Background: an optimization exercise with open tools, aiming at small area. Do not read the settings as production practice. In this exercise RTL edits were held to simulation tests only and were not proved equivalent to the original.

== old ==
==> flow/design.v <==
`default_nettype none
package bpred_pkg;
  typedef logic [32-1:0] pcT;
  typedef struct packed {
    logic call;
    logic ret;
    logic jump;
    logic branch;
  } iClassT;
  typedef struct packed {
    logic   valid;
    pcT     nextPc;
    iClassT iClass;
    logic   dirTaken;
  } predT;
  typedef struct packed {
    logic   valid;
    pcT     pc;
    iClassT iClass;
    logic   taken;
    pcT     target;
  } resolveT;
  typedef struct packed {
    logic bpWrong;
    logic dirWrong;
    logic classWrong;
  } reportT;
endpackage
`default_nettype wire
`timescale 1ns/100ps
`default_nettype none
module bp_rdmux #(
  parameter int N = 16,
  parameter int W = 1
) (
  input  logic [N-1:0]   sel,
  input  logic [N*W-1:0] data,
  output logic [W-1:0]   q
);
  logic [W-1:0] acc [N+1];
  assign acc[0] = '0;
  for (genvar i = 0; i < N; i++) begin : g_or
    assign acc[i+1] = acc[i] | (data[i*W +: W] & {W{sel[i]}});
  end
  assign q = acc[N];
endmodule
module bp_dec #(
  parameter int B = 4
) (
  input  logic [B-1:0]      idx,
  output logic [(1<<B)-1:0] sel
);
  for (genvar i = 0; i < (1 << B); i++) begin : g_sel
    assign sel[i] = (idx == B'(i));
  end
endmodule
module bp_inc4 (
  input  logic [31:0] a,
  output logic [31:0] y
);
  logic [31:0] c;
  logic [7:0]  bp;
  logic [8:0]  bc;
  assign bc[0] = 1'b1;
  for (genvar b = 0; b < 8; b++) begin : g_blk
    localparam int lo = 2 + 4*b;
    localparam int hi = (lo + 3 > 31) ? 31 : lo + 3;
    assign bp[b]   = &a[hi:lo];
    assign bc[b+1] = bc[b] & bp[b];
  end
  assign y[1:0] = a[1:0];
  assign c[1:0] = 2'b00;
  for (genvar k = 2; k < 32; k++) begin : g_bit
    if ((k - 2) % 4 == 0) begin : g_first
      assign c[k] = bc[(k-2)/4];
    end else begin : g_next
      assign c[k] = c[k-1] & a[k-1];
    end
    assign y[k] = a[k] ^ c[k];
  end
endmodule
module bp_ctr (
  input  logic       clk,
  input  logic       rstN,
  input  logic [5:0] ixF,
  output logic       dirF,
  input  logic       train,
  input  logic [5:0] ixE,
  input  logic       taken
);
  logic [127:0] ctrQ;
  logic [63:0]  selE;
  logic [1:0]   rdE, cntE, nxtE;
  assign dirF = ctrQ[{ixF, 1'b1}];
  bp_dec #(.B(6)) decE (.idx(ixE), .sel(selE));
  bp_rdmux #(.N(64), .W(2)) rCtrE (.sel(selE), .data(ctrQ), .q(rdE));
  assign cntE = rdE ^ 2'b01;
  always_comb begin
    nxtE = cntE;
    if (taken && cntE != 2'b11)  nxtE = cntE + 2'b01;
    if (!taken && cntE != 2'b00) nxtE = cntE - 2'b01;
  end
  always_ff @(posedge clk or negedge rstN) begin
    if (!rstN) begin
      ctrQ <= '0;
    end else begin
      for (int i = 0; i < 64; i++) begin
        if (train && selE[i]) ctrQ[i*2 +: 2] <= nxtE ^ 2'b01;
      end
    end
  end
endmodule
module bp_btb (
  input  logic        clk,
  input  logic        rstN,
  input  logic [31:0] pcF,
  output logic        hitF,
  output logic [31:0] tgtF,
  output logic [1:0]  clsF,
  input  logic        train,
  input  logic [31:0] pcE,
  input  logic [3:0]  clsE,
  input  logic [31:0] tgtE
);
  logic [15:0]      vldQ;
  logic [16*26-1:0] tagQ;
  logic [16*32-1:0] tgtQ;
  logic [16*2-1:0]  clsQ;
  logic [15:0] selF, selE;
  logic [25:0] tagRdF, tagRdE;
  logic        vldRdF, vldRdE, hitE, isCtrlE;
  bp_dec #(.B(4)) decF (.idx(pcF[5:2]), .sel(selF));
  bp_dec #(.B(4)) decE (.idx(pcE[5:2]), .sel(selE));
  bp_rdmux #(.N(16), .W(26)) rTagF (.sel(selF), .data(tagQ), .q(tagRdF));
  bp_rdmux #(.N(16), .W(32)) rTgtF (.sel(selF), .data(tgtQ), .q(tgtF));
  bp_rdmux #(.N(16), .W(2))  rClsF (.sel(selF), .data(clsQ), .q(clsF));
  bp_rdmux #(.N(16), .W(1))  rVldF (.sel(selF), .data(vldQ), .q(vldRdF));
  bp_rdmux #(.N(16), .W(26)) rTagE (.sel(selE), .data(tagQ), .q(tagRdE));
  bp_rdmux #(.N(16), .W(1))  rVldE (.sel(selE), .data(vldQ), .q(vldRdE));
  assign hitF    = vldRdF && (tagRdF == pcF[31:6]);
  assign hitE    = vldRdE && (tagRdE == pcE[31:6]);
  assign isCtrlE = |clsE;
  always_ff @(posedge clk or negedge rstN) begin
    if (!rstN) begin
      vldQ <= '0;
    end else if (train) begin
      for (int i = 0; i < 16; i++) begin
        if (selE[i] && isCtrlE)   vldQ[i] <= 1'b1;
        else if (selE[i] && hitE) vldQ[i] <= 1'b0;
      end
    end
  end
  always_ff @(posedge clk) begin
    for (int i = 0; i < 16; i++) begin
      if (train && isCtrlE && selE[i]) begin
        tagQ[i*26 +: 26] <= pcE[31:6];
        tgtQ[i*32 +: 32] <= tgtE;
        clsQ[i*2 +: 2]   <= {clsE[3] | clsE[2], clsE[1] | clsE[2]};
      end
    end
  end
endmodule
module bp_ras (
  input  logic        clk,
  input  logic        rstN,
  output logic [31:0] topF,
  input  logic        push,
  input  logic        pop,
  input  logic [31:0] link
);
  logic [4*32-1:0] rasQ;
  logic [3:0]      wrQ;
  logic [1:0]      ptrQ;
  logic [3:0]      selT, selW;
  logic [31:0]     rd;
  bp_dec #(.B(2)) decW (.idx(ptrQ), .sel(selW));
  bp_dec #(.B(2)) decT (.idx(ptrQ - 2'd1), .sel(selT));
  bp_rdmux #(.N(4), .W(32)) rTop (.sel(selT & wrQ), .data(rasQ), .q(topF));
  always_ff @(posedge clk or negedge rstN) begin
    if (!rstN) begin
      ptrQ <= '0;
      wrQ  <= '0;
    end else if (push) begin
      ptrQ <= ptrQ + 2'd1;
      wrQ  <= wrQ | selW;
    end else if (pop) begin
      ptrQ <= ptrQ - 2'd1;
    end
  end
  always_ff @(posedge clk) begin
    for (int i = 0; i < 4; i++) begin
      if (push && selW[i]) rasQ[i*32 +: 32] <= link;
    end
  end
endmodule
module bpred_top (
  input  logic        clk,
  input  logic        rstN,
  input  logic        stall,
  input  logic        flush,
  input  logic        fetchValid,
  input  logic [31:0] pcF,
  output logic        predValidF,
  output logic [31:0] predNextPcF,
  output logic [3:0]  predClassF,
  output logic        predDirTakenF,
  input  logic        resolveValidE,
  input  logic [31:0] resolvePcE,
  input  logic [3:0]  resolveClassE,
  input  logic        resolveTakenE,
  input  logic [31:0] resolveTargetE,
  output logic        bpWrongE,
  output logic [31:0] pcCorrectE,
  output logic [2:0]  reportM
);
  logic [2:0]  kindD, kindE;
  logic [31:0] npcD, npcE;
  logic [5:0]  ixD, ixE;
  logic        trainE;
  logic        hitF, dirF;
  logic [31:0] tgtF, rasTopF, linkE;
  logic [1:0]  clsF;
  logic [31:0] pcPlus4F;
  bp_inc4 incF (.a(pcF), .y(pcPlus4F));
  assign trainE = resolveValidE && !stall;
  bp_inc4 incE (.a(resolvePcE), .y(linkE));
  bp_ctr ctr (
    .clk, .rstN, .ixF(pcF[7:2]), .dirF,
    .train(trainE && resolveClassE[0]), .ixE, .taken(resolveTakenE)
  );
  bp_btb btb (
    .clk, .rstN, .pcF, .hitF, .tgtF, .clsF,
    .train(trainE), .pcE(resolvePcE), .clsE(resolveClassE), .tgtE(resolveTargetE)
  );
  bp_ras ras (
    .clk, .rstN, .topF(rasTopF),
    .push(trainE && resolveClassE[3]), .pop(trainE && resolveClassE[2]),
    .link(linkE)
  );
  logic isRetF, isJmpF, isCallF, isBrF;
  assign isRetF  = hitF &&  clsF[1] &&  clsF[0];
  assign isCallF = hitF &&  clsF[1] && !clsF[0];
  assign isJmpF  = hitF && !clsF[1] &&  clsF[0];
  assign isBrF   = hitF && !clsF[1] && !clsF[0];
  always_comb begin
    if (isRetF)
      predNextPcF = rasTopF;
    else if (isCallF || isJmpF || (isBrF && dirF))
      predNextPcF = tgtF;
    else
      predNextPcF = pcPlus4F;
  end
  assign predValidF    = fetchValid;
  assign predClassF    = {isCallF, isRetF, isJmpF, isBrF};
  assign predDirTakenF = dirF;
  logic [2:0] kindF;
  always_comb begin
    if (!fetchValid)  kindF = 3'd0;
    else if (isBrF)   kindF = {2'b11, dirF};
    else if (isJmpF)  kindF = 3'd2;
    else if (isRetF)  kindF = 3'd3;
    else if (isCallF) kindF = 3'd4;
    else              kindF = 3'd1;
  end
  always_ff @(posedge clk or negedge rstN) begin
    if (!rstN) begin
      kindD <= '0;
      ixD   <= '0;
      kindE <= '0;
      ixE   <= '0;
    end else if (flush) begin
      kindD <= '0;
      ixD   <= '0;
      kindE <= '0;
      ixE   <= '0;
    end else if (!stall) begin
      kindD <= kindF;
      ixD   <= pcF[7:2];
      kindE <= kindD;
      ixE   <= ixD;
    end
  end
  always_ff @(posedge clk) begin
    if (!stall) begin
      npcD <= predNextPcF;
      npcE <= npcD;
    end
  end
  logic checkE, pBrE, pJmpE, pRetE, pCallE, dirWrongE, classWrongE;
  assign pcCorrectE = resolveTakenE ? resolveTargetE : linkE;
  assign checkE = resolveValidE && (kindE != 3'd0);
  assign pBrE   = kindE[2] &&  kindE[1];
  assign pCallE = kindE[2] && !kindE[1];
  assign pJmpE  = kindE == 3'd2;
  assign pRetE  = kindE == 3'd3;
  assign bpWrongE    = checkE && (npcE != pcCorrectE);
  assign dirWrongE   = checkE && resolveClassE[0] && pBrE && (kindE[0] != resolveTakenE);
  assign classWrongE = checkE && ({pCallE, pRetE, pJmpE, pBrE} != resolveClassE);
  always_ff @(posedge clk or negedge rstN) begin
    if (!rstN) begin
      reportM <= '0;
    end else if (flush) begin
      reportM <= '0;
    end else if (!stall) begin
      reportM <= {bpWrongE, dirWrongE, classWrongE};
    end
  end
endmodule
`default_nettype wire
==> flow/config.mk <==
export PLATFORM = sky130hd
export DESIGN_NAME = bpred_top
export DESIGN_NICKNAME = bpred_top
export VERILOG_FILES = /design/flow/design.v
export SDC_FILE = /design/flow/constraint.sdc
export NUM_CORES = 4
export LEC_CHECK = 0
export CAP_MARGIN = 10
export CORE_MARGIN = 2
export CORE_UTILIZATION = 55
export CTS_BUF_LIST = sky130_fd_sc_hd__clkbuf_8
export CTS_CLUSTER_DIAMETER = 50
export CTS_CLUSTER_SIZE = 16
export SETUP_SLACK_MARGIN = 0.2
export SLEW_MARGIN = 10
==> flow/constraint.sdc <==
create_clock -name core_clock -period 8.0 [get_ports {clk}]
set_input_delay 1.6000 -clock core_clock [delete_from_list [all_inputs] [get_ports {clk}]]
set_output_delay 1.6000 -clock core_clock [all_outputs]
set_load 0.01 [all_outputs]
standard.sh (not shown) runs the stock make flow with config.mk's settings and CLKGATE_MAP_FILE= SYNTH_SCRIPT=/design/flow/synth_recipe.tcl, a recipe that flattens the netlist after the stock synthesis.
==> flow/flow/run.sh <==
#!/bin/bash
# Standard ORFS layout with smaller port buffers and no CTS dummy loads.
set -euo pipefail
bash standard.sh \
  BUFFER_PORTS_ARGS="-buffer_cell sky130_fd_sc_hd__buf_1" \
  CTS_ARGS="-sink_clustering_enable -repair_clock_nets -dont_use_dummy_load -buf_list sky130_fd_sc_hd__clkbuf_8 -sink_clustering_size 16 -sink_clustering_max_diameter 50" \
  finish > standard_run.log 2>&1
Modified inputs, new compared to old
- an added SYNTH_MINIMUM_KEEP_SIZE of 0
- an added SYNTH_HIERARCHICAL of 1
- a change of CTS_CLUSTER_DIAMETER from 50 to 70
==> flow/flow/run.sh <==
#!/bin/bash
# Standard ORFS layout with smaller port buffers and no CTS dummy loads.
set -euo pipefail
bash standard.sh \
  BUFFER_PORTS_ARGS="-buffer_cell sky130_fd_sc_hd__buf_1" \
  CTS_ARGS="-sink_clustering_enable -repair_clock_nets -dont_use_dummy_load -buf_list sky130_fd_sc_hd__clkbuf_8 -sink_clustering_size 16 -sink_clustering_max_diameter 70" \
  finish > standard_run.log 2>&1
Notes after the runs:
Re synthesized-area fraction occupied by adder cells: new is 0.23 points down on old.
Compared to old, new was floorplanned on a smaller die.
No stage failed in new, and the final checks on the layout all came back clean.
More vias were needed by old than by new.

static timing again, ports no longer ideal:
The flow's constraints put no driver on any port. The routed layouts listed below were extracted and timed again, unchanged, in two steps. Step 1 sets driving cells, clkbuf_16 on the clock port and buf_2 on the other inputs (assumed; they add their load-dependent delay and slew). Step 2 adds t to the input delays and takes it off the output delays; t is the mean of the earliest and latest rising clock arrival at the registers after step 1. Input paths then give back, and output paths get back, about the clock's delay inside the block. Three values: ideal, step 1, step 2; two values: the first two.
| run | t, ns | setup slack, ns | worst slew at a driven data input, ns |
|---|---|---|---|
| old | 0.895 | 0.221 / 0.198 / 0.198 | 0.15 |
| new | 0.847 | 0.281 / 0.253 / 0.253 | 0.12 |
After both steps setup and hold are still met in every run listed. For new, which loses most, drivers alone change the setup slack by -0.028 ns; drivers and shift together by -0.028 ns.
